From an optimization exercise on the open Yosys and OpenROAD flow, aimed at small area; shortcuts taken in it are not production practice. Function was checked by simulation only, so behaviour that the tests miss may differ from the original. The flow treats the clock pin as an ideal source, which a real chip does not have. Power and IR drop assume default switching activity.

==> flow/design.v <==
`timescale 1ns / 1ps
package glpw_pkg;
   typedef enum logic {
      CMD_START    = 1'b0,
      CMD_CONTINUE = 1'b1
   } command_type;
   typedef enum logic [1:0] {
      AXIS_VERTICAL   = 2'd0,
      AXIS_HORIZONTAL = 2'd1,
      AXIS_DIAGONAL   = 2'd2
   } axis_mode_type;
   typedef struct packed {
      logic stop_at_occupant;
      logic info_mode;
      logic pass_through;
   } walk_flags_type;
   typedef struct packed {
      logic projectable;
      logic believed_wall;
      logic occupied;
   } cell_status_type;
   localparam int LEN_W = 8;
   localparam int             CSR_DATA_W          = 32;
   localparam int             CSR_ADDR_W          = 3;
   localparam logic           CSR_IDX_RANGE_LIMIT = 1'b0;
   localparam logic [LEN_W-1:0] RANGE_LIMIT_RESET = 8'd20;
   function automatic int entry_width(input int coord_bits);
      entry_width = 12 + 8 * coord_bits;
   endfunction
endpackage
`timescale 1ns / 1ps
module grid_line_path_walker #(
   parameter int COORD_BITS = 8
) (
   input  logic                  clock,
   input  logic                  reset,
   input  logic                  req_valid,
   output logic                  req_stall,
   input  logic                  req_command,
   input  logic [COORD_BITS-1:0] req_start_y,
   input  logic [COORD_BITS-1:0] req_start_x,
   input  logic [COORD_BITS-1:0] req_end_y,
   input  logic [COORD_BITS-1:0] req_end_x,
   input  logic                  req_pass_through,
   input  logic                  req_info_mode,
   input  logic                  req_stop_at_occupant,
   input  logic                  req_cell_projectable,
   input  logic                  req_cell_believed_wall,
   input  logic                  req_cell_occupied,
   output logic                  rsp_valid,
   input  logic                  rsp_stall,
   output logic [COORD_BITS-1:0] rsp_grid_y,
   output logic [COORD_BITS-1:0] rsp_grid_x,
   output logic                  rsp_grid_valid,
   output logic                  rsp_path_done,
   output logic [glpw_pkg::LEN_W-1:0] rsp_path_length,
   input  logic                  csr_psel,
   input  logic                  csr_penable,
   input  logic                  csr_pwrite,
   input  logic [glpw_pkg::CSR_ADDR_W-1:0] csr_paddr,
   input  logic [glpw_pkg::CSR_DATA_W-1:0] csr_pwdata,
   output logic [glpw_pkg::CSR_DATA_W-1:0] csr_prdata,
   output logic                  csr_pready
);
   localparam int CB = COORD_BITS;
   localparam int LW = glpw_pkg::LEN_W;
   localparam logic [2:0] ST_IDLE = 3'd0;
   localparam logic [2:0] ST_CLR  = 3'd1;
   localparam logic [2:0] ST_S1   = 3'd2;
   localparam logic [2:0] ST_S2   = 3'd3;
   localparam logic [2:0] ST_S3   = 3'd4;
   localparam logic [2:0] ST_C1   = 3'd5;
   localparam logic [2:0] ST_C2   = 3'd6;
   localparam logic [2:0] ST_Z    = 3'd7;
   logic [LW-1:0] rl_ff, rln_ff;
   logic [CB-1:0] y_ff, x_ff;
   logic [LW-1:0] cl_ff;
   logic          vld_ff, gv_ff, dn_ff;
   logic [CB-1:0] a_ff, m_ff, r_ff;
   logic [LW-1:0] s_ff;
   logic [2:0]    ph_ff, st_ff;
   logic          hm_ff, yd_ff, xd_ff, pt_ff, im_ff, so_ff, pk_ff;
   logic          mn_ff, rc_ff, yc_ff, xc_ff, cs_ff;
   assign csr_pready = 1'b1;
   assign csr_prdata = {{(32-LW){1'b0}}, ~(rln_ff | {LW{csr_paddr[2]}})};
   assign rl_ff      = ~rln_ff;
   always_ff @(posedge clock) begin
      if (reset) begin
         rln_ff <= ~glpw_pkg::RANGE_LIMIT_RESET;
      end else if (csr_psel && csr_penable && csr_pwrite && !csr_paddr[2]) begin
         rln_ff <= ~csr_pwdata[LW-1:0];
      end
   end
   logic first, last, idle, walking, stop, open_slot, accept;
   assign first     = (ph_ff == 3'd0);
   assign last      = (ph_ff == 3'd7);
   assign idle      = (st_ff == ST_IDLE);
   assign walking   = gv_ff && !dn_ff;
   assign stop      = (im_ff ? req_cell_believed_wall : !req_cell_projectable)
                      || (so_ff && req_cell_occupied);
   assign open_slot = idle && !vld_ff && last;
   assign accept    = open_slot && req_valid;
   assign req_stall       = !open_slot;
   assign rsp_valid       = vld_ff;
   assign rsp_grid_y      = y_ff;
   assign rsp_grid_x      = x_ff;
   assign rsp_grid_valid  = gv_ff;
   assign rsp_path_done   = dn_ff;
   assign rsp_path_length = cl_ff;
   logic A, M, R, S, Y, X, C, L, A1, M1;
   assign A  = a_ff[0];
   assign M  = m_ff[0];
   assign R  = r_ff[0];
   assign S  = s_ff[0];
   assign Y  = y_ff[0];
   assign X  = x_ff[0];
   assign C  = cl_ff[0];
   assign L  = rl_ff[ph_ff];
   assign A1 = !last && a_ff[1];
   assign M1 = !last && m_ff[1];
   logic ser_a, ser_m, ser_r, ser_s, ser_y, ser_x, ser_c;
   logic n_mn, n_rc, n_yc, n_xc, n_cs;
   logic n_hm, n_yd, n_xd, n_pk, n_gv, n_dn, n_vld;
   logic [2:0] n_st;
   logic s_clr, s_s1, s_s2, s_s3, s_c1, s_c2, s_z;
   logic same, diag;
   logic rx1, rx2, rc0, rin;
   logic ystep0, xstep0, yin, xin, yzero;
   logic da, dm, bin_y, bin_x, na, nm;
   logic cin, I, sin, SN, cx, cz, bin, n_b;
   assign s_clr = (st_ff == ST_CLR);
   assign s_s1  = (st_ff == ST_S1);
   assign s_s2  = (st_ff == ST_S2);
   assign s_s3  = (st_ff == ST_S3);
   assign s_c1  = (st_ff == ST_C1);
   assign s_c2  = (st_ff == ST_C2);
   assign s_z   = (st_ff == ST_Z);
   assign same = !gv_ff;
   assign diag = !mn_ff;
   always_comb begin
      n_mn  = mn_ff;
      n_hm  = hm_ff;
      n_yd  = yd_ff;
      n_xd  = xd_ff;
      n_pk  = pk_ff;
      n_gv  = gv_ff;
      n_dn  = dn_ff;
      n_cs  = cs_ff;
      n_vld = vld_ff && rsp_stall;
      n_st  = st_ff;
      rx1 = R;
      rx2 = 1'b0;
      rc0 = 1'b0;
      if (s_s3) begin
         rx1 = A1;
         rx2 = M1;
         rc0 = A && M;
      end else if (s_c1) begin
         rx2 = M;
      end else if (s_c2) begin
         rx2 = mn_ff && !A;
         rc0 = mn_ff;
      end
      rin   = first ? rc0 : rc_ff;
      ser_r = rx1 ^ rx2 ^ rin;
      n_rc  = (rx1 && rx2) || (rin && (rx1 ^ rx2));
      ystep0 = ((s_s3 || s_c1) && !hm_ff) || (s_c2 && hm_ff && mn_ff);
      xstep0 = (s_s3 && (hm_ff || diag)) || (s_c1 && hm_ff) || (s_c2 && !hm_ff && mn_ff);
      yin    = first ? ystep0 : yc_ff;
      xin    = first ? xstep0 : xc_ff;
      yzero  = s_z;
      ser_y  = !yzero && (s_s1 ? R : (Y ^ (yin && !s_s2)));
      ser_x  = !yzero && (s_s1 ? S : (X ^ (xin && !s_s2)));
      n_yc   = s_s2 ? (yin || A) : (yin && (Y ^ yd_ff));
      n_xc   = s_s2 ? (xin || M) : (xin && (X ^ xd_ff));
      bin_y = !first && yd_ff;
      da    = A ^ R ^ bin_y;
      bin_x = !first && xd_ff;
      dm    = M ^ S ^ bin_x;
      na    = A ^ (yd_ff && yin);
      nm    = M ^ (xd_ff && xin);
      ser_a = A;
      ser_m = M;
      if (s_s1) begin
         ser_a = da;
         ser_m = dm;
         n_yd  = (!A && R) || (!(A ^ R) && bin_y);
         n_xd  = (!M && S) || (!(M ^ S) && bin_x);
         n_gv  = (!first && gv_ff) || da || dm;
      end else if (s_s2) begin
         ser_a = na;
         ser_m = nm;
         n_hm  = (!na && nm) || (!(na ^ nm) && !first && hm_ff);
         n_mn  = (!first && mn_ff) || (na ^ nm);
      end else if (s_s3) begin
         ser_a = hm_ff ? M : A;
         ser_m = hm_ff ? A : M;
      end
      cin   = s_c1 && (first || cs_ff);
      ser_c = s_clr ? 1'b0 : s_s3 ? (first && !same) : (C ^ cin);
      I     = first ? !(mn_ff && pk_ff) : ((ph_ff == 3'd1) && mn_ff && pk_ff);
      sin   = !first && cs_ff;
      SN    = S ^ I ^ sin;
      ser_s = s_s3 ? 1'b0 : s_c2 ? SN : S;
      if (s_c1) n_cs = cin && C;
      if (s_c2) n_cs = (S && I) || (sin && (S ^ I));
      cx  = s_c1 ? ser_r : SN;
      cz  = s_c1 ? A : L;
      bin = !first && dn_ff;
      n_b = (!cx && cz) || (!(cx ^ cz) && bin);
      if (s_c1 || s_c2) n_dn = n_b;
      if (s_c2) n_gv = (first || gv_ff) && !(C ^ A);
      case (st_ff)
         ST_IDLE: begin
            if (accept) begin
               if (req_command == glpw_pkg::CMD_START) begin
                  n_st = ST_S1;
               end else if (walking && !stop) begin
                  n_st = ST_C1;
               end else begin
                  n_st = ST_Z;
               end
            end
         end
         ST_CLR: if (last) n_st = ST_IDLE;
         ST_S1:  if (last) n_st = ST_S2;
         ST_S2:  if (last) n_st = ST_S3;
         ST_S3: begin
            if (last) begin
               n_pk  = diag;
               n_mn  = 1'b0;
               n_st  = same ? ST_Z : ST_C2;
            end
         end
         ST_C1: begin
            if (last) begin
               n_mn = n_rc || !n_b;
               n_st = ST_C2;
            end
         end
         ST_C2: begin
            if (last) begin
               n_pk  = pk_ff ^ mn_ff;
               n_dn  = n_cs || !n_b || (!pt_ff && n_gv);
               n_gv  = 1'b1;
               n_vld = 1'b1;
               n_st  = ST_IDLE;
            end
         end
         default: begin  
            if (last) begin
               n_gv  = 1'b0;
               n_dn  = 1'b1;
               n_vld = 1'b1;
               n_st  = ST_IDLE;
            end
         end
      endcase
   end
   always_ff @(posedge clock) begin
      if (reset) begin
         ph_ff  <= '0;
         st_ff  <= ST_CLR;
         vld_ff <= 1'b0;
         gv_ff  <= 1'b0;
      end else begin
         ph_ff  <= ph_ff + 3'd1;
         st_ff  <= n_st;
         vld_ff <= n_vld;
         gv_ff  <= n_gv;
      end
   end
   always_ff @(posedge clock) begin
      dn_ff  <= n_dn;
      hm_ff  <= n_hm;
      yd_ff  <= n_yd;
      xd_ff  <= n_xd;
      pk_ff  <= n_pk;
      mn_ff  <= n_mn;
      rc_ff  <= n_rc;
      yc_ff  <= n_yc;
      xc_ff  <= n_xc;
      cs_ff  <= n_cs;
      if (accept && req_command == glpw_pkg::CMD_START) begin
         pt_ff <= req_pass_through;
         im_ff <= req_info_mode;
         so_ff <= req_stop_at_occupant;
         a_ff  <= req_end_y;
         m_ff  <= req_end_x;
         r_ff  <= req_start_y;
         s_ff  <= req_start_x;
      end else begin
         a_ff  <= {ser_a, a_ff[CB-1:1]};
         m_ff  <= {ser_m, m_ff[CB-1:1]};
         r_ff  <= {ser_r, r_ff[CB-1:1]};
         s_ff  <= {ser_s, s_ff[LW-1:1]};
      end
      if (!idle) begin
         y_ff  <= {ser_y, y_ff[CB-1:1]};
         x_ff  <= {ser_x, x_ff[CB-1:1]};
         cl_ff <= {ser_c, cl_ff[LW-1:1]};
      end
   end
endmodule
==> flow/flow/run.sh <==
#!/bin/bash
set -euo pipefail
bash standard.sh "BUFFER_PORTS_ARGS=-buffer_cell sky130_fd_sc_hd__buf_1" "CTS_ARGS=-sink_clustering_enable -dont_use_dummy_load -buf_list {sky130_fd_sc_hd__clkbuf_4} -root_buf sky130_fd_sc_hd__clkbuf_8" finish > flow_make.log 2>&1
==> flow/standard.sh <==
#!/bin/bash
# synth_recipe.tcl (not shown) runs the flow's synth.tcl, then flattens the netlist and writes it again
# the make line also repeats each setting of config.mk as NAME=value (left out here)
make -C /OpenROAD-flow-scripts/flow DESIGN_CONFIG=/design/flow/config.mk WORK_HOME=/design/flow/orfs CLKGATE_MAP_FILE= SYNTH_SCRIPT=/design/flow/synth_recipe.tcl "${@:-finish}"
==> flow/config.mk <==
export PLATFORM = sky130hd
export DESIGN_NAME = grid_line_path_walker
export DESIGN_NICKNAME = grid_line_path_walker
export VERILOG_FILES = /design/flow/design.v
export SDC_FILE = /design/flow/constraint.sdc
export NUM_CORES = 4
export LEC_CHECK = 0
export CAP_MARGIN = 20
export CORE_MARGIN = 2
export CORE_UTILIZATION = 40
export SLEW_MARGIN = 20
==> flow/constraint.sdc <==
create_clock -name core_clock -period 10.5 [get_ports {clock}]
set_input_delay 2.1000 -clock core_clock [delete_from_list [all_inputs] [get_ports {clock}]]
set_output_delay 2.1000 -clock core_clock [all_outputs]
set_load 0.01 [all_outputs]
==> reports/qor.txt, run 1 <==
==================================================================================================
Share of the clock period used by the worst path after layout .......................       0.4442
Gate Count Post-Synth ...............................................................          433
Unrepaired setup endpoints after global routing .....................................        false
Most used cell, CP ..................................................................        buf_1
Cell type of the slowest stage on the worst timing path .............................        buf_1
Endpoint arrival time on the critical path ..........................................      2560 ps
Total Routed Length .................................................................     8.472 mm
Met1 capacity usage during global routing ...........................................       0.2057
Combinational family with the most area after synthesis ............................. simple AND/OR/NAND/NOR gates
Startpoint type of the worst setup path ............................................. primary input
Most frequently used flop master after synthesis ....................................      dfxtp_1
Worst setup path class ..............................................................    in -> out
Number of buffers and inverters on the critical path ................................            2
GPL Wtd Cong ........................................................................       0.8848
Number of hold buffers added after CTS ..............................................            0
Register area share after synthesis .................................................       0.4916
Count of vias placed by the detailed router .........................................         3124
Setup WS post-layout ................................................................      5836 ps
Post-detailed-route count of antenna-violating nets .................................            0
Minimum period implied by the final worst setup slack ...............................      4664 ps
Remaining global-route overflow .....................................................            0
Reg2Reg Depth .......................................................................           14
Finished Layout Cells ...............................................................          643
Slew at the pin closest to its max-slew limit .......................................     949.3 ps
Final Instance Area ................................................................. 0.004457 mm²
Proportion of layout cells with a drive suffix above 1 ..............................      0.04706
DRC violations left .................................................................            0
Result of the run ...................................................................  no timing/DRC/antenna violations
Final setup TNS .....................................................................         0 ps
Endpoint of the worst register-to-register path .....................................        dn_ff
Complex-gate fraction of the synthesized area .......................................       0.1180
Simple logic cell fraction of the synthesized area ..................................       0.1960
Reg-to-reg critical path startpoint .................................................     ph_ff[0]
I/O pins ............................................................................          142
Slowest cell delay on critical path .................................................       260 ps
Global route hottest layer ..........................................................         met2
Number of pins exceeding their max-slew limit in the final report ...................            0
Post-Syn Area per Cell ..............................................................    9.452 µm²
Total of cells resized after clock tree synthesis ...................................            0
Required arrival time at the worst endpoint .........................................      8400 ps
Synth Cell Area ..................................................................... 0.004093 mm²
Wire length of the first global-routing pass ........................................     13.95 mm
Total die area ......................................................................  0.01106 mm²
Post-Route Skew .....................................................................     24.29 ps
Average vias per placed instance ....................................................        4.858
Top-count cell post-synth ...........................................................      nand2_1
Destination of the critical timing path ............................................. csr_prdata[2]
Hold depth ..........................................................................            2
Critical Path, Cell by Cell ......................................................... buf_1, nor2_1, buf_1
# placed instances ..................................................................          634
Slack of the worst reg-to-reg path ..................................................      6880 ps
Effective utilization at floorplan ..................................................       0.4149
FP Rows .............................................................................           36
Biggest fanout along the worst timing path ..........................................            9
Clock transition time at the flip-flop clock pins of the worst setup and hold paths .        70 ps
Share of synthesized cell area in full adder, half adder and majority cells .........      0.04402
Slew headroom .......................................................................       0.3656
Min-Delay Path Class ................................................................   reg -> reg
Number of buffers inserted to repair setup after CTS ................................            0
Clock root cell .....................................................................     clkbuf_8
Share of flip-flops with an asynchronous set or reset after synthesis ...............            0
Routing usage on met3 ...............................................................      0.04117
Post-synth EDFFs ....................................................................           31
Leakage power figure ................................................................  0.001807 µW
Final number of setup-violating endpoints ...........................................            0
Later-pin clock latency in the skew report ..........................................       350 ps
Synth-to-layout area growth .........................................................       8.896%
Grt met2 use ........................................................................       0.2491
Clk sinks ...........................................................................           85
Portion of synthesized cell area occupied by the leading cell type ..................       0.2641
Delay-heaviest family, CP ........................................................... buffers and inverters
Clock tree from TritonCTS ...........................................................         done
Number of nets in the finished design ...............................................          605
Levels on crit path .................................................................            3
Post-synthesis mux area share .......................................................      0.02323
Largest area contributor in the netlist .............................................      dfxtp_1
Unique masters post-synth ...........................................................           55
Iteration-0 DRC count of the detailed router ........................................          200
Largest cells by area after synthesis ............................................... dfxtp_1, edfxtp_1, nand2_1, buf_4, nor2_1
CTS buffer count ....................................................................            9
Parity-gate share of the synthesized area counting xor and xnor cells ...............      0.01681
Number of violations of the max-capacitance limit ...................................            0
Commonest cells in the synthesized netlist .......................................... nand2_1, dfxtp_1, nor2_1
GR Util All Layers ..................................................................       0.1580
Maximum vdd drop ....................................................................   0.05347 mV
Largest buffer count on any clock path ..............................................            2
Critical Path End Type .............................................................. primary output
Half-perimeter wire length of the detailed placement result .........................     6.116 mm
Die W ...............................................................................     105.2 µm
DR WL/cell ..........................................................................     13.18 µm
H-tree Lvls .........................................................................            3
Critical path launch point .......................................................... csr_paddr[2]
First drt pass iteration count ......................................................            5
Cell area after placement ........................................................... 0.004333 mm²
Number of port buffers ..............................................................           90
Diode count .........................................................................            0
Warnings from Yosys .................................................................            1
Post-placement worst setup slack ....................................................      5827 ps
Core Region ......................................................................... 0.009864 mm²
Power per cell area ................................................................. 147.5 mW/mm²
Die boundary height .................................................................     105.2 µm
Via count of the first global-routing pass ..........................................         2969
Final Hold Vio Count ................................................................            0
Highest clock rate ..................................................................    214.4 MHz
Pin count of the biggest net entering global routing ................................           38
Number of synthesized register bits .................................................           85
Initial antenna violation count .....................................................            0
==================================================================================================
## worst reg2reg max path: stages (launching register included)
cell	delay, ps
dfxtp_1	500
ha_1	200
ha_1	390
inv_1	200
a32oi_1	230
nor2_1	60
a31oi_1	140
nor2_1	80
fa_1	570
o21ai_0	110
ha_1	300
a31oi_1	400
o32ai_1	140
nor2_1	110
o21ai_1	70
## metal layers
metal,vias to the layer above,part of all wire
li1,1556,-
met1,1415,0.47
met2,136,0.45
met3,17,0.068
met4,0,0.019
met5,-,0
## registers in the layout, indices dropped and copies added, names as in the netlist, 3 cells and up
| name | cells |
|---|---|
| a_ff | 8 |
| cl_ff | 8 |
| m_ff | 8 |
| ph_ff | 3 |
| r_ff | 8 |
| rln_ff | 8 |
| s_ff | 8 |
| st_ff | 3 |
| x_ff | 8 |
| y_ff | 8 |
## metrics by stage
step                hold slack (ps)  power [µW]    util
detailed placement            410.1       490.2  0.4392
finish                        423.4       657.4  0.4518
global route                  443.7       693.0  0.4518
floorplan                     398.8       463.9       -
CTS                           428.5       666.7  0.4518
global placement              401.9       488.2  0.4392
## final cells by class
cell class	count	area, µm²
multi-input cells	307	1723
clock buffers	9	123.9
repair buffers	94	367.9
flip-flops and latches	85	2012
well taps	133	166.4
fillers	988	5408
inverters	15	63.81
## how the worst min path moves through the flow
stage / startpoint / slack, ps / endpoint
after floorplan: a_ff[2] / 400 / a_ff[1]
after global routing: r_ff[3] / 440 / r_ff[2]
after CTS: r_ff[3] / 430 / r_ff[2]
final: s_ff[4] / 420 / s_ff[3]
after detailed placement: r_ff[3] / 410 / r_ff[2]
after global placement: s_ff[4] / 400 / s_ff[3]
## cell usage in the layout (no fill, tap or decap), drive strengths merged, types with 2 or more instances in the layout
cell type	n
nand2	116
buf	94
dfxtp	54
nor2	37
edfxtp	31
conb	25
a21oi	19
o21ai	17
inv	15
clkbuf	9
ha	8
o22ai	7
nor2b	6
a211o	6
nand3	6
xnor2	6
nand2b	5
mux2i	5
fa	4
o211ai	3
a22oi	3
a31oi	3
and2	2
o41ai	2
and2b	2
mux4	2
a32oi	2
nor4bb	2
o311ai	2
a21boi	2
## power by group
group | total (µW) | leakage (µW) | switching (µW) | internal (µW)
combinational | 85.2 | 0.000947 | 50.2 | 35.0
sequential | 397 | 0.000796 | 21.5 | 376
clock | 175 | 0.0000647 | 98.1 | 76.7
## kinds of logic after synthesis
group,after synthesis
other cells,2
simple gates,183
xor+xnor,7
compound gates,73
buf+inv,64
flops,85
fa+ha+maj,12
mux,7
==> run 2, diff against run 1 <==
==> flow/flow/run.sh (replaced) <==
#!/bin/bash
# Standard layout (the standard.sh, standard synthesis unchanged) with two
# changes: each port gets the smallest buffer (buf_1) instead of the default
# port buffer cell, and clock tree synthesis adds no dummy loads. make's full
# output goes to flow_make.log here; ORFS keeps per-step logs in orfs/logs.
set -euo pipefail
bash standard.sh \
  "BUFFER_PORTS_ARGS=-buffer_cell sky130_fd_sc_hd__buf_1" \
  "CTS_ARGS=-sink_clustering_enable -repair_clock_nets -dont_use_dummy_load" \
  finish > flow_make.log 2>&1
==> reports/qor.txt, run 2 <==
==================================================================================================
Final number of setup-violating endpoints ...........................................            0   unchanged
Largest buffer count on any clock path ..............................................            2   unchanged
Initial antenna violation count .....................................................            0   unchanged
Synth Cell Area ..................................................................... 0.004093 mm²   unchanged
Diode count .........................................................................            0   unchanged
Largest area contributor in the netlist .............................................      dfxtp_1
First drt pass iteration count ......................................................            5   unchanged
Slew at the pin closest to its max-slew limit .......................................     949.3 ps   unchanged
Number of nets in the finished design ...............................................          605   unchanged
Most common library cell in the layout ignoring fill and taps .......................      nand2_1
Register area share after synthesis .................................................       0.4916   unchanged
Share of flip-flops with an asynchronous set or reset after synthesis ...............            0   unchanged
Critical path launch point .......................................................... csr_paddr[2]
Iteration-0 DRC count of the detailed router ........................................          200   unchanged
Startpoint type of the worst setup path ............................................. primary input
Required arrival time at the worst endpoint .........................................      8400 ps   about the same
Via count of the first global-routing pass ..........................................         2969   unchanged
Average vias per placed instance ....................................................        4.858   unchanged
Clk sinks ...........................................................................           85   unchanged
Post-Syn Area per Cell ..............................................................    9.452 µm²   unchanged
GPL Wtd Cong ........................................................................       0.8848   unchanged
Leakage power figure ................................................................  0.001807 µW   unchanged
Number of pins exceeding their max-slew limit in the final report ...................            0   unchanged
Share of the clock period used by the worst path after layout .......................       0.4442   unchanged
Reg2Reg Depth .......................................................................           14   unchanged
DRC violations left .................................................................            0   unchanged
Most used cell, CP ..................................................................        buf_1
Worst setup path class ..............................................................    in -> out
Later-pin clock latency in the skew report ..........................................       350 ps   about the same
Post-placement worst setup slack ....................................................      5827 ps   unchanged
Area used by sequential logic in the layout ......................................... 0.002012 mm²   unchanged
Total Routed Length .................................................................     8.472 mm   unchanged
Half-perimeter wire length of the detailed placement result .........................     6.116 mm   unchanged
Gate Count Post-Synth ...............................................................          433   unchanged
Highest clock rate ..................................................................    214.4 MHz   unchanged
Power per cell area ................................................................. 147.5 mW/mm²   unchanged
Number of port buffers ..............................................................           90   unchanged
Pin count of the biggest net entering global routing ................................           38   unchanged
Number of hold buffers added after CTS ..............................................            0   unchanged
Total die area ......................................................................  0.01106 mm²   unchanged
FP Rows .............................................................................           36   unchanged
Core Region ......................................................................... 0.009864 mm²   unchanged
Final Hold Vio Count ................................................................            0   unchanged
Clock transition time at the flip-flop clock pins of the worst setup and hold paths .        70 ps   about the same
Biggest fanout along the worst timing path ..........................................            9   unchanged
Reg-to-reg critical path startpoint .................................................     ph_ff[0]
Proportion of layout cells with a drive suffix above 1 ..............................      0.04706   unchanged
Maximum vdd drop ....................................................................   0.05347 mV   unchanged
Total of cells resized after clock tree synthesis ...................................            0   unchanged
Critical Path, Cell by Cell ......................................................... buf_1, nor2_1, buf_1
Slack of the worst reg-to-reg path ..................................................      6880 ps   about the same
Area of the multi-input gates ....................................................... 0.001723 mm²   unchanged
Clock root cell .....................................................................     clkbuf_8
Largest cells by area after synthesis ............................................... dfxtp_1, edfxtp_1, nand2_1, buf_4, nor2_1
Endpoint of the worst register-to-register path .....................................        dn_ff
Slew headroom .......................................................................       0.3656   unchanged
Clock tree from TritonCTS ...........................................................         done
Commonest cells in the synthesized netlist .......................................... nand2_1, dfxtp_1, nor2_1
Warnings from Yosys .................................................................            1   unchanged
Critical Path End Type .............................................................. primary output
Result of the run ...................................................................  no timing/DRC/antenna violations
Number of buffers inserted to repair setup after CTS ................................            0   unchanged
Number of fill cells in the layout ..................................................          988   unchanged
Remaining global-route overflow .....................................................            0   unchanged
Endpoint arrival time on the critical path ..........................................      2560 ps   about the same
GR Util All Layers ..................................................................       0.1580   unchanged
Effective utilization at floorplan ..................................................       0.4149   unchanged
H-tree Lvls .........................................................................            3   unchanged
Number of synthesized register bits .................................................           85   unchanged
I/O pins ............................................................................          142   unchanged
Final setup TNS .....................................................................         0 ps   unchanged
Post-Route Skew .....................................................................     24.29 ps   unchanged
Top-count cell post-synth ...........................................................      nand2_1
Unrepaired setup endpoints after global routing .....................................        false
Post-synth EDFFs ....................................................................           31   unchanged
DR WL/cell ..........................................................................     13.18 µm   unchanged
Most frequently used flop master after synthesis ....................................      dfxtp_1
Post-detailed-route count of antenna-violating nets .................................            0   unchanged
Synth-to-layout area growth .........................................................       8.896%   unchanged
Most used cells in the layout excluding fill and tap cells .......................... nand2_1, buf_1, dfxtp_1
Number of violations of the max-capacitance limit ...................................            0   unchanged
Count of vias placed by the detailed router .........................................         3124   unchanged
Slowest cell delay on critical path .................................................       260 ps   about the same
Minimum period implied by the final worst setup slack ...............................      4664 ps   unchanged
Cell type of the slowest stage on the worst timing path .............................        buf_1
Die boundary height .................................................................     105.2 µm   unchanged
CTS buffer count ....................................................................            9   unchanged
Setup WS post-layout ................................................................      5836 ps   unchanged
Die W ...............................................................................     105.2 µm   unchanged
Destination of the critical timing path ............................................. csr_prdata[2]
Wire length of the first global-routing pass ........................................     13.95 mm   unchanged
Unique masters post-synth ...........................................................           55   unchanged
Min-Delay Path Class ................................................................   reg -> reg
Portion of synthesized cell area occupied by the leading cell type ..................       0.2641   unchanged
==================================================================================================
## run 2: worst min path at each step
| stage | from | end | cells after the start | slack [ps] |
|---|---|---|---|---|
| after floorplan | a_ff[2] | a_ff[1] | 2 | 400 |
| after global placement | s_ff[4] | s_ff[3] | 2 | 400 |
| after detailed placement | r_ff[3] | r_ff[2] | 2 | 410 |
| after CTS | r_ff[3] | r_ff[2] | 2 | 430 |
| after global routing | r_ff[3] | r_ff[2] | 2 | 440 |
| final | s_ff[4] | s_ff[3] | 2 | 420 |
## run 2: cell type report
type / count / area share
inverters: 15 / 0.01432
repair buffers: 94 / 0.08254
well taps: 133 / 0.03734
clock buffers: 9 / 0.02779
multi-input cells: 307 / 0.3866
flip-flops and latches: 85 / 0.4514
## run 2: cell families (layout without fill, tap and decap cells)
| group | Yosys count | count (layout) | share of synthesized area |
|---|---|---|---|
| compound gates | 73 | 73 | 0.1180 |
| xor+xnor | 7 | 7 | 0.01682 |
| fa+ha+maj | 12 | 12 | 0.04402 |
| buf+inv | 64 | 118 | 0.1085 |
| flops | 85 | 85 | 0.4916 |
| mux | 7 | 7 | 0.02323 |
| other cells | 2 | 25 | 0.001835 |
| simple gates | 183 | 183 | 0.1960 |
## run 2: per-stage QoR
step	utilization	std cells	total power [µW]	hold slack, ps	instance area (µm²)
final	0.4518	643	657.4	423.4	4457
after global routing	0.4518	643	693.0	443.7	4457
after CTS	0.4518	643	666.7	428.5	4457
after detailed placement	0.4392	634	490.2	410.1	4333
after global placement	0.4392	634	488.2	401.9	4333
after floorplan	-	456	463.9	398.8	4179
## run 2: power breakdown
| part | leakage [µW] | switching, µW | internal (µW) | total [µW] |
|---|---|---|---|---|
| logic | 0.000947 | 50.2 | 35.0 | 85.2 |
| clock network | 0.0000647 | 98.1 | 76.7 | 175 |
| registers | 0.000796 | 21.5 | 376 | 397 |
## run 2: worst max-delay path: cells and delay by family
family | cells | cell delay (ps)
buf+inv | 2 | 390
simple gates | 1 | 80
## run 2: metal layers
metal  share of wire  routed length, µm  vias to the layer above  GRT usage
li1                -                  -                     1556          -
met2            0.45               3784                      136     0.2491
met5               0                  0                        -          0
met1            0.47               3957                     1415     0.2057
met4           0.019                157                        0    0.06571
met3           0.068                573                       17    0.04117
==> run 3, diff against run 2 <==
--- a/flow/design.v
+++ b/flow/design.v
@@ -77,6 +77,11 @@
    logic [LW-1:0] cl_ff;
    logic          vld_ff, gv_ff, dn_ff;
-   logic [CB-1:0] a_ff, m_ff, r_ff;
-   logic [LW-1:0] s_ff;
+   localparam logic [7:0] POL = 8'b1010_1010;
+   logic [CB-1:0] ap_ff, mp_ff, rp_ff, a_ff, m_ff, r_ff;
+   logic [LW-1:0] sp_ff, s_ff;
+   assign a_ff = ap_ff ^ POL;
+   assign m_ff = mp_ff ^ POL;
+   assign r_ff = rp_ff ^ POL;
+   assign s_ff = sp_ff ^ POL;
    logic [2:0]    ph_ff, st_ff;
    logic          hm_ff, yd_ff, xd_ff, pt_ff, im_ff, so_ff, pk_ff;
@@ -286,13 +291,13 @@
          im_ff <= req_info_mode;
          so_ff <= req_stop_at_occupant;
-         a_ff  <= req_end_y;
-         m_ff  <= req_end_x;
-         r_ff  <= req_start_y;
-         s_ff  <= req_start_x;
+         ap_ff <= req_end_y ^ POL;
+         mp_ff <= req_end_x ^ POL;
+         rp_ff <= req_start_y ^ POL;
+         sp_ff <= req_start_x ^ POL;
       end else begin
-         a_ff  <= {ser_a, a_ff[CB-1:1]};
-         m_ff  <= {ser_m, m_ff[CB-1:1]};
-         r_ff  <= {ser_r, r_ff[CB-1:1]};
-         s_ff  <= {ser_s, s_ff[LW-1:1]};
+         ap_ff <= {ser_a, a_ff[CB-1:1]} ^ POL;
+         mp_ff <= {ser_m, m_ff[CB-1:1]} ^ POL;
+         rp_ff <= {ser_r, r_ff[CB-1:1]} ^ POL;
+         sp_ff <= {ser_s, s_ff[LW-1:1]} ^ POL;
       end
       if (!idle) begin
==> flow/flow/run.sh (replaced) <==
#!/bin/bash
set -euo pipefail
bash standard.sh "BUFFER_PORTS_ARGS=-buffer_cell sky130_fd_sc_hd__buf_1" "CTS_ARGS=-sink_clustering_enable -repair_clock_nets -dont_use_dummy_load" SKIP_REPAIR_TIE_FANOUT=1 finish > flow_make.log 2>&1
==> reports/qor.txt, run 3 <==
==================================================================================================
Result of the run ...................................................................  no timing/DRC/antenna violations
Half-perimeter wire length of the detailed placement result .........................     5.820 mm   -4.8%
Pin count of the biggest net entering global routing ................................           52   +37%
Highest clock rate ..................................................................    212.7 MHz   -0.78%
Commonest cells in the synthesized netlist .......................................... nor2_1, dfxtp_1, edfxtp_1
Wire length of the first global-routing pass ........................................     13.28 mm   -4.8%
Minimum period implied by the final worst setup slack ...............................      4701 ps   +36.66 ps
Number of port buffers ..............................................................           90   unchanged
Startpoint type of the worst setup path ............................................. primary input
Slew headroom .......................................................................       0.3436   -0.02195
Met3 layer wire length in the routed design .........................................       377 µm   -34%
Clock transition time at the flip-flop clock pins of the worst setup and hold paths .        70 ps   about the same
Register area share after synthesis .................................................       0.5031   +0.01154
First drt pass iteration count ......................................................            4   -1
Post-Route Skew .....................................................................     19.65 ps   -4.645 ps
Min-Delay Path Class ................................................................   reg -> reg
Largest area contributor in the netlist .............................................      dfxtp_1
Metal-1 WL ..........................................................................     3.787 mm   -4.3%
Maximum vdd drop ....................................................................   0.08245 mV   +54%
FP Rows .............................................................................           36   unchanged
Most common library cell in the layout ignoring fill and taps .......................        buf_1
CTS buffer count ....................................................................            9   unchanged
Net switching power figure ..........................................................     223.6 µW   +32%
Portion of synthesized cell area occupied by the leading cell type ..................       0.2703   +0.006199
Clock root cell .....................................................................     clkbuf_8
Switching portion of total power ....................................................       0.2889   +0.03071
Power Total .........................................................................     773.9 µW   +18%
Die W ...............................................................................     104.0 µm   -1.1%
Share of the clock period used by the worst path after layout .......................       0.4477   +0.003491
Most frequently used flop master after synthesis ....................................      dfxtp_1
Power per cell area ................................................................. 178.2 mW/mm²   +21%
Die boundary height .................................................................     104.0 µm   -1.1%
Final setup TNS .....................................................................         0 ps   unchanged
Diode count .........................................................................            0   unchanged
GPL Wtd Cong ........................................................................       0.8946   +1.1%
Total die area ......................................................................  0.01081 mm²   -2.2%
Post-synth EDFFs ....................................................................           31   unchanged
Unique masters post-synth ...........................................................           53   -3.6%
Fraction of the core area covered by cells at the end of the flow ...................       0.4462   -0.005556
Leakage power figure ................................................................  0.001713 µW   -5.2%
Clock tree from TritonCTS ...........................................................         done
Iteration-0 DRC count of the detailed router ........................................          127   -37%
Number of pins exceeding their max-slew limit in the final report ...................            0   unchanged
Most used cells in the layout excluding fill and tap cells .......................... buf_1, nor2_1, dfxtp_1
Fraction of power consumed by sequential logic ......................................        0.586   -0.019
GR Util All Layers ..................................................................       0.1526   -0.005476
Effective utilization at floorplan ..................................................       0.4110   -0.003883
Total Routed Length .................................................................     8.073 mm   -4.7%
Remaining global-route overflow .....................................................            0   unchanged
Post-Syn Area per Cell ..............................................................    10.18 µm²   +7.7%
Share of flip-flops with an asynchronous set or reset after synthesis ...............            0   unchanged
Endpoint arrival time on the critical path ..........................................      2600 ps   +40 ps
Final number of setup-violating endpoints ...........................................            0   unchanged
Synth-to-layout area growth .........................................................       8.573%
DR WL/cell ..........................................................................     13.92 µm   +5.6%
I/O pins ............................................................................          142   unchanged
Slew at the pin closest to its max-slew limit .......................................     984.6 ps   +35.22 ps
DRC violations left .................................................................            0   unchanged
Worst setup path class ..............................................................    in -> out
Number of nets in the finished design ...............................................          542   -10%
Number of hold buffers added after CTS ..............................................            0   unchanged
Via count of the first global-routing pass ..........................................         2835   -4.5%
Metal2 WL ...........................................................................     3.777 mm   -0.18%
H-tree Lvls .........................................................................            3   unchanged
Clock share of power ................................................................        0.228   -0.038
Number of synthesized register bits .................................................           85   unchanged
Warnings from Yosys .................................................................            1   unchanged
Core Region ......................................................................... 0.009729 mm²   -1.4%
Later-pin clock latency in the skew report ..........................................       350 ps   about the same
Top-count cell post-synth ...........................................................       nor2_1
Gate Count Post-Synth ...............................................................          393   -9.2%
Post-detailed-route count of antenna-violating nets .................................            0   unchanged
Clk sinks ...........................................................................           85   unchanged
Number of violations of the max-capacitance limit ...................................            0   unchanged
Initial antenna violation count .....................................................            0   unchanged
Unrepaired setup endpoints after global routing .....................................        false
Critical Path End Type .............................................................. primary output
Topmost layer with routed signal wires ..............................................         met4
# placed instances ..................................................................          570   -10%
Total of cells resized after clock tree synthesis ...................................            0   unchanged
Synth Cell Area ..................................................................... 0.003999 mm²   -2.3%
Average vias per placed instance ....................................................        5.041   +3.8%
Finished Layout Cells ...............................................................          580   -9.8%
Largest cells by area after synthesis ............................................... dfxtp_1, edfxtp_1, buf_4, nor2_1, mux2i_1
Final Hold Vio Count ................................................................            0   unchanged
Comb pwr share ......................................................................        0.186   +0.056
Biggest fanout along the worst timing path ..........................................            9   unchanged
Largest buffer count on any clock path ..............................................            2   unchanged
Proportion of layout cells with a drive suffix above 1 ..............................      0.05369   +0.006632
Internal ............................................................................     550.3 µW   +13%
Required arrival time at the worst endpoint .........................................      8400 ps   about the same
Number of buffers inserted to repair setup after CTS ................................            0   unchanged
Final Instance Area ................................................................. 0.004342 mm²   -2.6%
Cell area after placement ........................................................... 0.004198 mm²   -3.1%
Count of vias placed by the detailed router .........................................         2924   -6.4%
==================================================================================================
run 3: area by class of cell:
type | instances | area, µm²
Clock buffer | 9 | 123.9
Fill cell | 992 | 5388
Inverter | 14 | 52.55
Multi-Input combinational cell | 246 | 1614
Sequential cell | 85 | 2012
Tap cell | 133 | 166.4
Timing Repair Buffer | 93 | 372.9
run 3: path summary, 6_finish.rpt:
| kind | startpoint | end | slack [ps] | cells after the start |
|---|---|---|---|---|
| hold / removal | sp_ff[5] | sp_ff[4] | 400 | 1 |
| setup / recovery | csr_paddr[2] | csr_prdata[6] | 5800 | 3 |
| setup reg to reg | st_ff[2] | dn_ff | 7180 | 9 |
| hold reg to reg | sp_ff[5] | sp_ff[4] | 400 | 1 |
run 3: kinds of logic after synthesis:
kind of cell,Yosys count,share of synthesized area
AO/OA/AOI/OAI,85,0.1389
XOR/XNOR,8,0.01752
adder cells (fa/ha/maj),12,0.04506
buffers and inverters,62,0.09450
flip-flops,85,0.5031
multiplexers,21,0.05882
other,2,0.001878
AND/OR/NAND/NOR,118,0.1402
run 3: worst max-delay path, stage by stage:
cell and delay [ps]:
buf_1 280, nor2_1 80, buf_1 140
run 3: per-layer routing:
layer / vias to the layer above / GRT usage
li1: 1444 / -
met1: 1393 / 0.2044
met2: 74 / 0.2312
met3: 13 / 0.03822
met4: 0 / 0.07239
met5: - / 0
run 3: power by group through the flow:
| stage | clock, µW | sequential [µW] | combinational [µW] |
|---|---|---|---|
| after floorplan | 0 | 465 | 94.3 |
| final | 177 | 453 | 144 |
| after global routing | 199 | 462 | 161 |
| after global placement | 0 | 459 | 141 |
| after detailed placement | 0 | 462 | 144 |
| after CTS | 186 | 455 | 145 |
run 3: metrics by stage:
stage / hold WS [ps] / setup WS (ps)
finish: 399.1 / 5799
global route: 415.7 / 5764
CTS: 400.7 / 5792
detailed placement: 387.7 / 5796
global placement: 385.3 / 5820
floorplan: 383.1 / 5992
==> run 4, diff against run 3 <==
==> flow/flow/run.sh (replaced) <==
#!/bin/bash
# Standard layout (the standard.sh; standard synthesis unchanged) with
# three changes: each port gets the smallest buffer (buf_1) instead of the
# default port buffer cell, clock tree synthesis adds no dummy loads, and the
# constant outputs share one tie cell each for 0 and 1 (tie fanout repair
# skipped). make's full output goes to flow_make.log here; ORFS keeps per-step
# logs in orfs/logs.
set -euo pipefail
bash standard.sh \
  "BUFFER_PORTS_ARGS=-buffer_cell sky130_fd_sc_hd__buf_1" \
  "CTS_ARGS=-sink_clustering_enable -repair_clock_nets -dont_use_dummy_load" \
  SKIP_REPAIR_TIE_FANOUT=1 \
  finish > flow_make.log 2>&1
--- a/flow/config.mk
+++ b/flow/config.mk
@@ -6,4 +6,5 @@
 export NUM_CORES = 4
 export LEC_CHECK = 0
+export ABC_AREA = 1
 export CAP_MARGIN = 20
 export CORE_MARGIN = 2
==> reports/qor.txt, run 4 <==
==================================================================================================
Minimum period implied by the final worst setup slack ...............................      4713 ps   +12.94 ps
Startpoint type of the worst setup path ............................................. primary input
Total Routed Length .................................................................     7.854 mm   -2.7%
Initial antenna violation count .....................................................            0   unchanged
Slack of the worst reg-to-reg path ..................................................      7250 ps   +70 ps
Critical Path, Cell by Cell ......................................................... buf_1, nor2_1, buf_1
Warnings from Yosys .................................................................            1   unchanged
Pin count of the biggest net entering global routing ................................           52   unchanged
Clock root cell .....................................................................     clkbuf_8
Fraction of the core area covered by cells at the end of the flow ...................       0.4441   -0.002192
Most used cells in the layout excluding fill and tap cells .......................... buf_1, nand2_1, dfxtp_1
Average vias per placed instance ....................................................        4.745   -5.9%
Hold depth ..........................................................................            1   unchanged
H-tree Lvls .........................................................................            3   unchanged
Unrepaired setup endpoints after global routing .....................................        false
Setup WS post-layout ................................................................      5787 ps   -12.94 ps
Reg2Reg Depth .......................................................................           10   +1
Register area share after synthesis .................................................       0.5160   +0.01292
Number of violations of the max-capacitance limit ...................................            0   unchanged
Post-detailed-route count of antenna-violating nets .................................            0   unchanged
Final setup TNS .....................................................................         0 ps   unchanged
Levels on crit path .................................................................            3   unchanged
First drt pass iteration count ......................................................            4   unchanged
Slew headroom .......................................................................       0.5618   +0.2182
Synth-to-layout area growth .........................................................       9.275%
Effective utilization at floorplan ..................................................       0.4064   -0.004644
Post-synth EDFFs ....................................................................           31   unchanged
Proportion of layout cells with a drive suffix above 1 ..............................      0.05602   +0.002325
Min-Delay Path Class ................................................................   reg -> reg
Metal2 WL ...........................................................................     3.556 mm   -5.9%
Most used cell, CP ..................................................................        buf_1
I/O pins ............................................................................          142   unchanged
Post-placement worst setup slack ....................................................      5787 ps   -9.160 ps
GR Util All Layers ..................................................................       0.1537   +0.001175
GPL Wtd Cong ........................................................................       0.8638   -3.4%
Clk sinks ...........................................................................           85   unchanged
Total die area ......................................................................  0.01055 mm²   -2.4%
Number of fill cells in the layout ..................................................          982   -1.0%
Remaining global-route overflow .....................................................            0   unchanged
Half-perimeter wire length of the detailed placement result .........................     5.789 mm   -0.53%
Share of the clock period used by the worst path after layout .......................       0.4489   +0.001232
Gate Count Post-Synth ...............................................................          422   +7.4%
Result of the run ...................................................................  no timing/DRC/antenna violations
Worst setup path class ..............................................................    in -> out
Largest cells by area after synthesis ............................................... dfxtp_1, edfxtp_1, buf_4, nand2_1, o21ai_0
Count of vias placed by the detailed router .........................................         2918   -0.21%
Clock transition time at the flip-flop clock pins of the worst setup and hold paths .        80 ps   about the same
Unique masters post-synth ...........................................................           42   -21%
Critical path launch point .......................................................... csr_paddr[2]
Wire length of the first global-routing pass ........................................     12.55 mm   -5.5%
CTS buffer count ....................................................................            9   unchanged
Synth Cell Area ..................................................................... 0.003899 mm²   -2.5%
Cell type of the slowest stage on the worst timing path .............................        buf_1
Post-Syn Area per Cell ..............................................................    9.239 µm²   -9.2%
Number of hold buffers added after CTS ..............................................            0   unchanged
Post-Route Skew .....................................................................     19.96 ps   +0.3088 ps
Highest clock rate ..................................................................    212.2 MHz   -0.27%
Top-count cell post-synth ...........................................................      nand2_1
Finished Layout Cells ...............................................................          615   +6.0%
Core Region ......................................................................... 0.009594 mm²   -1.4%
Diode count .........................................................................            0   unchanged
Number of synthesized register bits .................................................           85   unchanged
Reg-to-reg critical path startpoint .................................................     st_ff[2]
Met3 layer wire length in the routed design .........................................       473 µm   +25%
Die boundary height .................................................................     102.7 µm   -1.2%
Final number of setup-violating endpoints ...........................................            0   unchanged
Portion of synthesized cell area occupied by the leading cell type ..................       0.2773   +0.006941
Most common library cell in the layout ignoring fill and taps .......................        buf_1
Number of port buffers ..............................................................           90   unchanged
# placed instances ..................................................................          606   +6.3%
Number of nets in the finished design ...............................................          577   +6.5%
Via count of the first global-routing pass ..........................................         2693   -5.0%
Critical Path End Type .............................................................. primary output
Largest buffer count on any clock path ..............................................            2   unchanged
Commonest cells in the synthesized netlist .......................................... nand2_1, dfxtp_1, o21ai_0
DRC violations left .................................................................            0   unchanged
Endpoint arrival time on the critical path ..........................................      2610 ps   about the same
Number of buffers inserted to repair setup after CTS ................................            0   unchanged
Most frequently used flop master after synthesis ....................................      dfxtp_1
Later-pin clock latency in the skew report ..........................................       350 ps   about the same
Share of flip-flops with an asynchronous set or reset after synthesis ...............            0   unchanged
Metal-1 WL ..........................................................................     3.712 mm   -2.0%
Topmost layer with routed signal wires ..............................................         met4
Required arrival time at the worst endpoint .........................................      8400 ps   about the same
Power per cell area ................................................................. 175.7 mW/mm²   -1.4%
Iteration-0 DRC count of the detailed router ........................................          149   +17%
Total of cells resized after clock tree synthesis ...................................            0   unchanged
Final Hold Vio Count ................................................................            0   unchanged
DR WL/cell ..........................................................................     12.77 µm   -8.2%
Largest area contributor in the netlist .............................................      dfxtp_1
Biggest fanout along the worst timing path ..........................................            9   unchanged
Slew at the pin closest to its max-slew limit .......................................     657.2 ps   -327.3 ps
Clock tree from TritonCTS ...........................................................         done
Die W ...............................................................................     102.7 µm   -1.2%
Slowest cell delay on critical path .................................................       290 ps   about the same
Leakage power figure ................................................................  0.001651 µW   -3.6%
Number of pins exceeding their max-slew limit in the final report ...................            0   unchanged
Delay-heaviest family, CP ........................................................... buffers and inverters
Maximum vdd drop ....................................................................   0.08136 mV   -1.3%
Number of buffers and inverters on the critical path ................................            2   unchanged
Worst hold start ....................................................................     rp_ff[2]
FP Rows .............................................................................           36   unchanged
==================================================================================================
==> run 4: kinds of logic after synthesis <==
kind of cell / count (synthesis) / share of synthesized area
XOR/XNOR: 4 / 0.008988
other: 2 / 0.001926
multiplexers: 13 / 0.03337
AND/OR/NAND/NOR: 141 / 0.1589
buffers and inverters: 83 / 0.1139
flip-flops: 85 / 0.5160
AO/OA/AOI/OAI: 82 / 0.1207
adder cells (fa/ha/maj): 12 / 0.04621
==> run 4: path summary, 6_finish.rpt <==
path | end
max | csr_prdata[3]
min | rp_ff[1]
max reg2reg | dn_ff
min reg2reg | rp_ff[1]
==> run 4: final cells by class <==
type	instances	area [µm²]	area share
well taps	133	166.4	0.03906
clock buffers	9	123.9	0.02907
repair buffers	91	345.3	0.08106
inverters	43	162.7	0.03818
multi-input cells	254	1450	0.3404
flip-flops and latches	85	2012	0.4722
==> run 4: power breakdown <==
group | switching (µW) | total (µW) | internal (µW) | leakage, µW
clock | 101 | 178 | 76.8 | 0.0000647
sequential | 31.4 | 442 | 410 | 0.000797
combinational | 78.4 | 129 | 51.1 | 0.000789
==> run 4: stage by stage <==
stage          power [µW]  instance area, µm²  hold slack (ps)
2_1_floorplan       537.7                3899            387.5
3_3_place_gp        576.1                4134            389.8
3_5_place_dp        581.3                4134            394.6
4_1_cts             760.9                4258            389.1
5_1_grt             796.6                4260            415.3
6_report            748.7                4260            388.2
==> run 4: metal layers <==
metal / track usage / vias up
li1: - / 1501
met2: 0.2393 / 90
met4: 0.06154 / 0
met1: 0.2077 / 1317
met5: 0 / -
met3: 0.03525 / 10
==> run 5, diff against run 4 <==
--- a/flow/design.v
+++ b/flow/design.v
@@ -86,5 +86,5 @@
    logic [2:0]    ph_ff, st_ff;
    logic          hm_ff, yd_ff, xd_ff, pt_ff, im_ff, so_ff, pk_ff;
-   logic          mn_ff, rc_ff, yc_ff, xc_ff, cs_ff;
+   logic          mn_ff, rc_ff, yc_ff, xc_ff, cs_ff, cb_ff;
    assign csr_pready = 1'b1;
    assign csr_prdata = {{(32-LW){1'b0}}, ~(rln_ff | {LW{csr_paddr[2]}})};
@@ -125,5 +125,5 @@
    assign M1 = !last && m_ff[1];
    logic ser_a, ser_m, ser_r, ser_s, ser_y, ser_x, ser_c;
-   logic n_mn, n_rc, n_yc, n_xc, n_cs;
+   logic n_cb, n_mn, n_rc, n_yc, n_xc, n_cs;
    logic n_hm, n_yd, n_xd, n_pk, n_gv, n_dn, n_vld;
    logic [2:0] n_st;
@@ -212,7 +212,7 @@
       cx  = s_c1 ? ser_r : SN;
       cz  = s_c1 ? A : L;
-      bin = !first && dn_ff;
+      bin = !first && cb_ff;
       n_b = (!cx && cz) || (!(cx ^ cz) && bin);
-      if (s_c1 || s_c2) n_dn = n_b;
+      n_cb = n_b;
       if (s_c2) n_gv = (first || gv_ff) && !(C ^ A);
       case (st_ff)
@@ -283,4 +283,5 @@
       pk_ff  <= n_pk;
       mn_ff  <= n_mn;
+      cb_ff  <= n_cb;
       rc_ff  <= n_rc;
       yc_ff  <= n_yc;
==> reports/qor.txt, run 5 <==
==================================================================================================
Half-perimeter wire length of the detailed placement result .........................     5.650 mm   -2.4%
Post-Route Skew .....................................................................     19.68 ps   -0.2772 ps
Initial antenna violation count .....................................................            0   unchanged
Area used by sequential logic in the layout ......................................... 0.002042 mm²   +1.5%
H-tree Lvls .........................................................................            3   unchanged
Fraction of the core area covered by cells at the end of the flow ...................       0.4540   +0.009990
Post-synthesis mux area share .......................................................      0.03114   -0.002238
Worst hold slack ....................................................................     406.0 ps   +17.73 ps
Hold Path Sink ......................................................................     mp_ff[2]
Average vias per placed instance ....................................................        4.779   +0.72%
First drt pass iteration count ......................................................            4   unchanged
Remaining global-route overflow .....................................................            0   unchanged
Leakage power figure ................................................................  0.001669 µW   +1.1%
Total of cells resized after clock tree synthesis ...................................            0   unchanged
Slew headroom .......................................................................       0.5143   -0.04758
Number of hold buffers added after CTS ..............................................            0   unchanged
Highest clock rate ..................................................................    212.1 MHz   about the same
Clock root cell .....................................................................     clkbuf_8
Endpoint arrival time on the critical path ..........................................      2610 ps   about the same
Pin count of the biggest net entering global routing ................................           52   unchanged
Parity-gate share of the synthesized area counting xor and xnor cells ...............     0.009082   +0.00009618
Number of nets in the finished design ...............................................          572   -0.87%
Synth-to-layout area growth .........................................................       9.277%   about the same
Post-detailed-route count of antenna-violating nets .................................            0   unchanged
Number of port buffers ..............................................................           90   unchanged
Most common library cell in the layout ignoring fill and taps .......................        buf_1
Final Hold Vio Count ................................................................            0   unchanged
Proportion of layout cells with a drive suffix above 1 ..............................      0.04403   -0.01199
GPL Wtd Cong ........................................................................       0.8918   +3.2%
Synth Cell Area ..................................................................... 0.003857 mm²   -1.1%
Largest cells by area after synthesis ............................................... dfxtp_1, edfxtp_1, buf_4, nand2_1, o21ai_0
CTS buffer count ....................................................................            9   unchanged
Minimum period implied by the final worst setup slack ...............................      4714 ps   +0.7300 ps
Post-synth EDFFs ....................................................................           32   +3.2%
Post-Syn Area per Cell ..............................................................    9.295 µm²   +0.61%
Biggest fanout along the worst timing path ..........................................            9   unchanged
Setup WS post-layout ................................................................      5786 ps   -0.7300 ps
Via count of the first global-routing pass ..........................................         2819   +4.7%
Warnings from Yosys .................................................................            1   unchanged
Gate Count Post-Synth ...............................................................          415   -1.7%
Iteration-0 DRC count of the detailed router ........................................          157   +5.4%
Number of buffers inserted to repair setup after CTS ................................            0   unchanged
Unique masters post-synth ...........................................................           40   -4.8%
Number of pins exceeding their max-slew limit in the final report ...................            0   unchanged
Post-placement worst setup slack ....................................................      5801 ps   +14.48 ps
Reg2Reg Depth .......................................................................           14   +4
Simple logic cell fraction of the synthesized area ..................................       0.1424   -0.01646
Endpoint of the worst register-to-register path .....................................        mn_ff
Count of vias placed by the detailed router .........................................         2896   -0.75%
Slew at the pin closest to its max-slew limit .......................................     725.9 ps   +68.68 ps
Die boundary height .................................................................     102.2 µm   -0.51%
Later-pin clock latency in the skew report ..........................................       340 ps   about the same
Diode count .........................................................................            0   unchanged
Effective utilization at floorplan ..................................................       0.4155   +0.009135
Critical Path End Type .............................................................. primary output
Area of the multi-input gates ....................................................... 0.001366 mm²   -5.8%
Reg-to-reg critical path startpoint .................................................     ph_ff[0]
Complex-gate fraction of the synthesized area .......................................       0.1229   +0.002265
Result of the run ...................................................................  no timing/DRC/antenna violations
DRC violations left .................................................................            0   unchanged
Clk sinks ...........................................................................           86   +1.2%
Core Region ......................................................................... 0.009284 mm²   -3.2%
Power per cell area ................................................................. 177.8 mW/mm²   +1.2%
Wire length of the first global-routing pass ........................................     12.82 mm   +2.1%
Number of violations of the max-capacitance limit ...................................            0   unchanged
Final number of setup-violating endpoints ...........................................            0   unchanged
Number of synthesized register bits .................................................           86   +1.2%
Required arrival time at the worst endpoint .........................................      8400 ps   about the same
Largest buffer count on any clock path ..............................................            2   unchanged
Worst setup path class ..............................................................    in -> out
Most frequently used flop master after synthesis ....................................      dfxtp_1
Unrepaired setup endpoints after global routing .....................................        false
Die W ...............................................................................     102.2 µm   -0.51%
Number of fill cells in the layout ..................................................          931   -5.2%
Portion of synthesized cell area occupied by the leading cell type ..................       0.2802   +0.002968
Hold depth ..........................................................................            1   unchanged
DR WL/cell ..........................................................................     12.58 µm   -1.5%
I/O pins ............................................................................          142   unchanged
Final setup TNS .....................................................................         0 ps   unchanged
GR Util All Layers ..................................................................       0.1566   +0.002872
Min-Delay Path Class ................................................................   reg -> reg
Most used cells in the layout excluding fill and tap cells .......................... buf_1, nand2_1, dfxtp_1
Finished Layout Cells ...............................................................          606   -1.5%
Share of flip-flops with an asynchronous set or reset after synthesis ...............            0   unchanged
Register area share after synthesis .................................................       0.5294   +0.01331
Combinational family with the most area after synthesis ............................. simple AND/OR/NAND/NOR gates
Worst hold start ....................................................................     mp_ff[3]
Maximum vdd drop ....................................................................   0.07663 mV   -5.8%
Commonest cells in the synthesized netlist .......................................... nand2_1, dfxtp_1, inv_1
Startpoint type of the worst setup path ............................................. primary input
Clock tree from TritonCTS ...........................................................         done
Total Routed Length .................................................................     7.624 mm   -2.9%
FP Rows .............................................................................           35   -2.8%
Clock transition time at the flip-flop clock pins of the worst setup and hold paths .        70 ps   about the same
Share of the clock period used by the worst path after layout .......................       0.4490   about the same
Slack of the worst reg-to-reg path ..................................................      7080 ps   -170 ps
Total die area ......................................................................  0.01044 mm²   -1.0%
Largest area contributor in the netlist .............................................      dfxtp_1
Share of synthesized cell area in full adder, half adder and majority cells .........      0.04671   +0.0004947
# placed instances ..................................................................          597   -1.5%
Top-count cell post-synth ...........................................................      nand2_1
==================================================================================================
## run 5: changes by cell type after synthesis, moves of 3 or more
cell / before / now
a21oi_1: 16 / 21
nand3_1: 21 / 13
o21ai_1: 1 / 11
o21ai_0: 44 / 39
o211ai_1: 5 / 2
nand2_1: 63 / 59
## run 5: worst max-delay path, stage by stage
cell and delay [ps]:
buf_1 290, nor2_1 90, buf_1 140
## run 5: logic make-up (layout without fill, tap and decap cells)
family / after synthesis / in the layout
buffers and inverters: 85 / 147
adders and majority gates: 12 / 12
xor gates and xnor gates: 4 / 4
and+or+nand+nor: 128 / 128
AOI/OAI and AO/OA: 86 / 86
DFF: 86 / 86
muxes: 12 / 12
other: 2 / 2
## run 5: per-layer routing
layer / share of wire / track usage / vias up
met5: 0 / 0 / -
met4: 0.0076 / 0.04308 / 0
met3: 0.066 / 0.04856 / 5
met2: 0.46 / 0.2480 / 92
met1: 0.47 / 0.2088 / 1324
li1: - / - / 1475
## run 5: power breakdown
group / total [µW] / internal (µW) / switching, µW
clock network: 174 / 76.8 / 97.6
registers: 449 / 418 / 30.9
logic: 126 / 49.3 / 77.2
total: 749 / 544 / 206
## run 5: layout make-up
cell class	count	area share
Sequential cell	86	0.4844
Multi-Input combinational cell	244	0.3241
Timing Repair Buffer	91	0.08192
Inverter	47	0.04185
Tap cell	129	0.03829
Clock buffer	9	0.02939
## run 5: worst max path at each step
| stage | cells after the start | start | end |
|---|---|---|---|
| after floorplan | 2 | csr_paddr[2] | csr_prdata[0] |
| after global placement | 3 | csr_paddr[2] | csr_prdata[2] |
| after detailed placement | 3 | csr_paddr[2] | csr_prdata[6] |
| after CTS | 3 | csr_paddr[2] | csr_prdata[6] |
| after global routing | 3 | csr_paddr[2] | csr_prdata[2] |
| final | 3 | csr_paddr[2] | csr_prdata[6] |
## run 5: metrics by stage
step                      total power, µW  area (µm²)
final                               749.4        4215
after global routing                800.5        4215
after CTS                           764.3        4215
after detailed placement            585.8        4091
after global placement              581.3        4091
after floorplan                     541.6        3857
==> run 6, diff against run 5 <==
==> flow/flow/run.sh (replaced) <==
#!/bin/bash
set -euo pipefail
bash standard.sh \
  "BUFFER_PORTS_ARGS=-buffer_cell sky130_fd_sc_hd__buf_1" \
  "CTS_ARGS=-sink_clustering_enable -repair_clock_nets -dont_use_dummy_load" \
  SKIP_REPAIR_TIE_FANOUT=1 \
  "POST_CTS_TCL=$(pwd)/flow/clk_resize.tcl" \
  finish > flow_make.log 2>&1
==> flow/flow/clk_resize.tcl (new file) <==
proc clk_worst_slew {} {
  estimate_parasitics -placement
  set worst 0
  foreach p [get_pins -hierarchical */CLK] {
    set s [get_property $p slew_max]
    if {$s > $worst} { set worst $s }
  }
  return $worst
}
set limit 0.115
set cands {}
foreach inst [get_cells *] {
  if {[get_property $inst ref_name] eq "sky130_fd_sc_hd__clkbuf_8"} {
    lappend cands $inst
  }
}
set n 0
puts "clk_resize: start worst [clk_worst_slew]"
foreach inst $cands {
  replace_cell $inst sky130_fd_sc_hd__clkbuf_4
  set w [clk_worst_slew]
  if {$w > $limit} {
    replace_cell $inst sky130_fd_sc_hd__clkbuf_8
  } else {
    incr n
  }
}
puts "clk_resize: [llength $cands] clkbuf_8, downsized $n, worst [clk_worst_slew]"
==> reports/qor.txt, run 6 <==
==================================================================================================
Routing usage on met3 ...............................................................      0.03830   -0.01026
Min-Delay Path Class ................................................................   reg -> reg
Total die area ......................................................................  0.01044 mm²   unchanged
Post-Syn Area per Cell ..............................................................    9.295 µm²   unchanged
Final setup TNS .....................................................................         0 ps   unchanged
Grt met2 use ........................................................................       0.2475   -0.0005061
Most common library cell in the layout ignoring fill and taps .......................        buf_1
Cell type of the slowest stage on the worst timing path .............................        buf_1
Reg-to-reg critical path startpoint .................................................     ph_ff[0]
Post-synth EDFFs ....................................................................           32   unchanged
Commonest cells in the synthesized netlist .......................................... nand2_1, dfxtp_1, inv_1
Count of vias placed by the detailed router .........................................         2896   unchanged
Setup WS post-layout ................................................................      5787 ps   +1.200 ps
Post-placement worst setup slack ....................................................      5801 ps   unchanged
Critical Path End Type .............................................................. primary output
Endpoint arrival time on the critical path ..........................................      2610 ps   about the same
Net switching power figure ..........................................................     205.4 µW   -0.14%
Later-pin clock latency in the skew report ..........................................       420 ps   +80 ps
Slowest cell delay on critical path .................................................       290 ps   about the same
Top-count cell post-synth ...........................................................      nand2_1
Hold Path Sink ......................................................................     mp_ff[5]
Leakage power figure ................................................................  0.001657 µW   -0.78%
Delay-heaviest family, CP ........................................................... buffers and inverters
Maximum vdd drop ....................................................................   0.07377 mV   -3.7%
Synth Cell Area ..................................................................... 0.003857 mm²   unchanged
Die boundary height .................................................................     102.2 µm   unchanged
Remaining global-route overflow .....................................................            0   unchanged
DRC violations left .................................................................            0   unchanged
Switching portion of total power ....................................................       0.2821   +0.007627
First drt pass iteration count ......................................................            7   +3
Most used cell, CP ..................................................................        buf_1
Largest area contributor in the netlist .............................................      dfxtp_1
Global route hottest layer ..........................................................         met2
Clock transition time at the flip-flop clock pins of the worst setup and hold paths .       110 ps   +40 ps
Slack of the worst reg-to-reg path ..................................................      7080 ps   about the same
Effective utilization at floorplan ..................................................       0.4155   unchanged
Most frequently used flop master after synthesis ....................................      dfxtp_1
Hold depth ..........................................................................            1   unchanged
Portion of synthesized cell area occupied by the leading cell type ..................       0.2802   unchanged
Clk sinks ...........................................................................           86   unchanged
Number of nets in the finished design ...............................................          572   unchanged
Average vias per placed instance ....................................................        4.779   unchanged
Share of the clock period used by the worst path after layout .......................       0.4489   about the same
Number of port buffers ..............................................................           90   unchanged
Diode count .........................................................................            0   unchanged
Final number of setup-violating endpoints ...........................................            0   unchanged
Synth-to-layout area growth .........................................................       8.466%
Comb pwr share ......................................................................        0.174   +0.005
Half-perimeter wire length of the detailed placement result .........................     5.650 mm   unchanged
Number of buffers and inverters on the critical path ................................            2   unchanged
Final Hold Vio Count ................................................................            0   unchanged
Internal ............................................................................     522.8 µW   -3.9%
Worst setup path class ..............................................................    in -> out
Warnings from Yosys .................................................................            1   unchanged
Number of violations of the max-capacitance limit ...................................            0   unchanged
Total Routed Length .................................................................     7.659 mm   +0.46%
Pin count of the biggest net entering global routing ................................           52   unchanged
Slew at the pin closest to its max-slew limit .......................................     744.9 ps   +18.99 ps
Iteration-0 DRC count of the detailed router ........................................          160   +1.9%
Gate Count Post-Synth ...............................................................          415   unchanged
Most used cells in the layout excluding fill and tap cells .......................... buf_1, nand2_1, dfxtp_1
Clock share of power ................................................................        0.210   -0.023
Met1 capacity usage during global routing ...........................................       0.2097   +0.0008647
Unique masters post-synth ...........................................................           40   unchanged
Worst hold start ....................................................................     mp_ff[6]
Register area share after synthesis .................................................       0.5294   unchanged
Share of flip-flops with an asynchronous set or reset after synthesis ...............            0   unchanged
Initial antenna violation count .....................................................            0   unchanged
Fraction of power consumed by sequential logic ......................................        0.616   +0.017
Required arrival time at the worst endpoint .........................................      8400 ps   about the same
Result of the run ...................................................................  no timing/DRC/antenna violations
Wire length of the first global-routing pass ........................................     12.83 mm   +0.11%
Minimum period implied by the final worst setup slack ...............................      4713 ps   -1.200 ps
Clock tree from TritonCTS ...........................................................         done
Biggest fanout along the worst timing path ..........................................            9   unchanged
DR WL/cell ..........................................................................     12.64 µm   +0.46%
Die W ...............................................................................     102.2 µm   unchanged
Post-Route Skew .....................................................................     34.09 ps   +14.41 ps
Via count of the first global-routing pass ..........................................         2814   -0.18%
Largest cells by area after synthesis ............................................... dfxtp_1, edfxtp_1, buf_4, nand2_1, o21ai_0
FP Rows .............................................................................           35   unchanged
Number of pins exceeding their max-slew limit in the final report ...................            0   unchanged
Unrepaired setup endpoints after global routing .....................................        false
I/O pins ............................................................................          142   unchanged
GR Util All Layers ..................................................................       0.1563   -0.0002884
Critical Path, Cell by Cell ......................................................... buf_1, nor2_1, buf_1
Number of synthesized register bits .................................................           86   unchanged
Highest clock rate ..................................................................    212.2 MHz   about the same
Reg2Reg Depth .......................................................................           14   unchanged
Endpoint of the worst register-to-register path .....................................        mn_ff
GPL Wtd Cong ........................................................................       0.8918   unchanged
Post-detailed-route count of antenna-violating nets .................................            0   unchanged
Startpoint type of the worst setup path ............................................. primary input
Slew headroom .......................................................................       0.5016   -0.01271
Proportion of layout cells with a drive suffix above 1 ..............................      0.04403   unchanged
Core Region ......................................................................... 0.009284 mm²   unchanged
Power per cell area ................................................................. 174.0 mW/mm²   -2.1%
==================================================================================================
[run 6: cell types whose count changed in the layout (fill, tap and decap cells not counted)]
cell	change
clkbuf_4	+5
clkbuf_8	-5
[run 6: power by group through the flow]
stage / logic (µW) / clock network [µW] / registers [µW]
global route: 146 / 173 / 458
floorplan: 77.8 / 0 / 464
detailed placement: 128 / 0 / 458
global placement: 126 / 0 / 456
finish: 127 / 153 / 448
[run 6: per-stage QoR]
step / hold slack [ps] / cell area [µm²] / util / power (µW) / instances
finish: 401.5 / 4184 / 0.4507 / 728.2 / 606
floorplan: 387.5 / 3857 / - / 541.6 / 415
detailed placement: 396.3 / 4091 / 0.4407 / 585.8 / 597
global route: 420.1 / 4184 / 0.4507 / 776.9 / 606
global placement: 393.1 / 4091 / 0.4407 / 581.3 / 597
[run 6: cell families (layout without fill, tap and decap cells)]
logic type / count (synthesis) / count (layout) / share of synthesized area
and+or+nand+nor: 128 / 128 / 0.1424
other: 2 / 2 / 0.001947
adders and majority gates: 12 / 12 / 0.04671
buffers and inverters: 85 / 147 / 0.1164
DFF: 86 / 86 / 0.5294
AOI/OAI and AO/OA: 86 / 86 / 0.1229
xor gates and xnor gates: 4 / 4 / 0.009084
muxes: 12 / 12 / 0.03114
[run 6: area by class of cell]
type,count,area [µm²]
fillers,939,5100
flip-flops and latches,86,2042
multi-input cells,244,1366
repair buffers,91,345.3
inverters,47,176.4
well taps,129,161.4
clock buffers,9,92.59
[run 6: worst max path at each step]
| stage | start | cells after the start | to | slack, ps |
|---|---|---|---|---|
| after global placement | csr_paddr[2] | 3 | csr_prdata[2] | 5820 |
| after global routing | csr_paddr[2] | 3 | csr_prdata[2] | 5750 |
| after detailed placement | csr_paddr[2] | 3 | csr_prdata[6] | 5800 |
| final | csr_paddr[2] | 3 | csr_prdata[6] | 5790 |
| after floorplan | csr_paddr[2] | 2 | csr_prdata[0] | 5960 |
[run 6: layer usage]
metal  vias to the layer above  routed length, µm
met4                         0                 96
met3                         9                458
met1                      1325               3695
li1                       1478                  -
met5                         -                  0
met2                        84               3409

## port drivers added, routing unchanged
No port has a modelled driver above. Below, the same layouts with a new extraction and two added sets of constraints. Step 1 assumes that a clkbuf_16 drives the clock port and a buf_2 every other input. Step 2, shift: input delay + t, output delay - t, t = (earliest + latest rising clock arrival at the registers) / 2. This alone moves slack from input paths to output paths. Three values: ideal, step 1, step 2; two values: the first two.
run | shift t [ns] | setup WS [ns] | worst setup path at the end
run 1 | 0.372 | 5.836 / 5.815 / 5.815 | input to output
run 2 | 0.372 | 5.836 / 5.815 / 5.815 | input to output
run 3 | 0.372 | 5.799 / 5.776 / 5.776 | input to output
run 4 | 0.368 | 5.787 / 5.761 / 5.761 | input to output
run 5 | 0.367 | 5.786 / 5.762 / 5.762 | input to output
run 6 | 0.433 | 5.787 / 5.763 / 5.763 | input to output
After both steps setup and hold are still met in every run listed. The setup slack of run 4, which loses most, moves by -0.026 ns with the drivers and by -0.026 ns with both steps.
